This is an optimization exercise on Yosys and OpenROAD, whose aim is small area, a short achievable clock period and few clock cycles per item, not a production implementation. Function was checked by simulation only, so behaviour that the tests miss may differ from the original. Power is estimated from default activity; no workload was simulated.

job 101:
## fsk_demod
module fsk_demod (
    input  logic         sys_clk,
    input  logic         rst_n,
    input  logic [15:0]  sample_in,       
    input  logic         sample_valid,
    output logic         sample_ready,
    output logic         symbol,          
    output logic         symbol_valid,
    input  logic         symbol_ready
);
For scale: about 690 cells after synthesis, ~23 I/O pins, about 6200 um^2 of cells after synthesis.
export LEC_CHECK = 0
export CAP_MARGIN = 20
export CORE_MARGIN = 2
export CORE_UTILIZATION = 50
export SETUP_SLACK_MARGIN = 3.5
export SLEW_MARGIN = 20
create_clock -name core_clock -period 6.0 [get_ports {sys_clk}]
standard.sh (not shown) runs the stock make flow with config.mk's settings and CLKGATE_MAP_FILE= SYNTH_SCRIPT=/design/flow/synth_recipe.tcl, a recipe that flattens the netlist after the stock synthesis.
==> flow/flow/run.sh <==
#!/bin/bash
# Own flow: the standard layout, with two changes.
#  1. Synthesis: the standard script, except that synth's "fine" step skips its quick abc
#     (so extract_fa sees the RTL's adders unscrambled) and the final abc uses an area
#     script with deepsyn (flow/abc.script). The result is used only when it holds
#     exactly the standard synthesis's registers (names and cell types); otherwise the
#     standard synthesis is kept.
#  2. Port buffers are plain buffers (BUFFER_PORTS_ARGS) instead of the delay cells the
#     resizer picks by default.
# Every tool's output goes to a log file of its own in this folder.
set -u
W=$PWD
F=$W/flow
R=$W/orfs/results/$FLOW_PLATFORM/fsk_demod/base
PORTS='BUFFER_PORTS_ARGS=-buffer_cell sky130_fd_sc_hd__buf_4'

bash standard.sh synth > $W/log_standard_synth.txt 2>&1 || { echo "standard synth failed"; exit 1; }
cp $R/1_2_yosys.v $W/standard_1_2_yosys.v

# modified copy of ORFS's synth.tcl and of the standard flow's synthesis script
mkdir -p $W/mysynth
sed -e 's|^\(\s*synth -top $::env(DESIGN_NAME) -run fine: {\*}$synth_full_args\)|\1 -noabc|' \
    -e "s|^source \$::env(SCRIPTS_DIR)/synth_preamble.tcl|&\nset abc_args [lreplace \$abc_args 1 1 $F/abc.script]|" \
    $FLOW_HOME/scripts/synth.tcl > $W/mysynth/synth.tcl
sed "s|source \$::env(SCRIPTS_DIR)/synth.tcl|source $W/mysynth/synth.tcl|" $W/synth_recipe.tcl > $W/mysynth/synth_recipe.tcl

if make -C $FLOW_HOME DESIGN_CONFIG=$W/config.mk WORK_HOME=$W/mysynth/orfs CLKGATE_MAP_FILE= \
     SYNTH_SCRIPT=$W/mysynth/synth_recipe.tcl synth > $W/log_my_synth.txt 2>&1; then
  M=$W/mysynth/orfs/results/$FLOW_PLATFORM/fsk_demod/base/1_2_yosys.v
  if python3 $F/regcmp.py $W/standard_1_2_yosys.v $M > $W/log_regcmp.txt 2>&1; then
    cp $M $R/1_2_yosys.v
    rm -f $R/1_synth.odb $R/1_synth.sdc
    echo "using the modified synthesis"
  else
    echo "registers differ: keeping the standard synthesis"
  fi
else
  echo "modified synthesis failed: keeping the standard synthesis"
fi

bash standard.sh "$PORTS" finish > $W/log_standard_finish.txt 2>&1 || { echo "layout failed"; exit 1; }
test -f $W/out/final.def
==> flow/flow/abc.script <==
strash
dch -f
map -a
topo
stime -c
buffer -c
upsize -c
dnsize -c
Other scripts of this flow, unchanged in this note and not shown: flow/flow/regcmp.py
In summary, job 101 completed successfully, with a layout that passed the timing, DRC and antenna checks.
Testbench counts of job 101, summed over its fixed seeds: cycles 65,576, items 65,536.
Edits applied to the flow inputs when going from job 101 to job 102:
--- a/flow/flow/run.sh
+++ b/flow/flow/run.sh
@@ -4,3 +4,3 @@
 #     (so extract_fa sees the RTL's adders unscrambled) and the final abc uses an area
-#     script with deepsyn (flow/abc.script). The result is used only when it holds
+#     mapping script (flow/abc.script). The result is used only when it holds
 #     exactly the standard synthesis's registers (names and cell types); otherwise the
[summary]
Having completed the whole flow, job 102 delivered a layout that passed the timing, DRC and antenna checks. Reported for job 102 and job 101, global routing usage on met1 turned out identical to the last digit. Comparing job 102 against job 101, there is no change at all in core box area. Wire length: job 101 vs job 102 identical. Job 101 -> job 102: number of buffers added to fix hold violations after cts delta 0, exact match. As far as sequential logic power is concerned, job 102 and job 101 perform about the same. Diff job 101..job 102 | count of inverters other than clock inverters in the layout | unchanged.
Input changes introduced in job 103 (baseline for comparison: job 102):
Settings: CORE_UTILIZATION changed from 50 to 60.
==> run summary <==
What job 103 reported for tap cell count has to be multiplied by 1.2 to get the figure for job 102.
Relative to job 102, internal power has decreased by 0.000095 W in job 103.
Diff job 102 -> job 103: part of the power in the clock network down 3.6 points; design area flat.
The following lists how job 104 was set up differently from job 103:
Settings: swapping 60 for 50 in CORE_UTILIZATION.
--- a/flow/flow/run.sh
+++ b/flow/flow/run.sh
@@ -4,3 +4,3 @@
 #     (so extract_fa sees the RTL's adders unscrambled) and the final abc uses an area
-#     mapping script (flow/abc.script). The result is used only when it holds
+#     script with deepsyn (flow/abc_deep.script). The result is used only when it holds
 #     exactly the standard synthesis's registers (names and cell types); otherwise the
@@ -22,3 +22,3 @@
 sed -e 's|^\(\s*synth -top $::env(DESIGN_NAME) -run fine: {\*}$synth_full_args\)|\1 -noabc|' \
-    -e "s|^source \$::env(SCRIPTS_DIR)/synth_preamble.tcl|&\nset abc_args [lreplace \$abc_args 1 1 $F/abc.script]|" \
+    -e "s|^source \$::env(SCRIPTS_DIR)/synth_preamble.tcl|&\nset abc_args [lreplace \$abc_args 1 1 $F/abc_deep.script]|" \
     $FLOW_HOME/scripts/synth.tcl > $W/mysynth/synth.tcl
==> flow/flow/abc_deep.script (new file) <==
strash
&get -n
&deepsyn -T 45 -S 1
&put
dch -f
map -a
topo
stime -c
buffer -c
upsize -c
dnsize -c
removed: flow/flow/abc.script
### Flow results
Delta (job 104 minus job 103): overall routed net length down about 3.6%; net switching component of the power down 0.67%; utilization down 10 points.

-- re-timing with driven ports --
The flow's constraints put no driver on any port. The routed layouts listed below were extracted and timed again, unchanged, in two steps.
Step 1: set_driving_cell puts a clkbuf_16 on sys_clk and a buf_2 on each other input, an assumption about the parent block.
Step 2 also shifts input and output timing later by t, the mid clock arrival at the registers, as if the neighbouring blocks saw the same clock.
Three values: ideal, step 1, step 2; two values: the first two.
run | t (ns) | slack for setup (ns) | latest minus earliest clock arrival (ns) | cell pins on the clock port's net
job 101 | 0.386 | 3.505 / 3.505 / 3.505 | 0.006 / 0.006 | 1
job 102 | 0.386 | 3.505 / 3.505 / 3.505 | 0.006 / 0.006 | 1
job 103 | 0.397 | 3.445 / 3.445 / 3.445 | 0.016 / 0.016 | 1
job 104 | 0.388 | 3.403 / 3.403 / 3.403 | 0.007 / 0.007 | 1
After both steps every run listed still meets setup and hold.
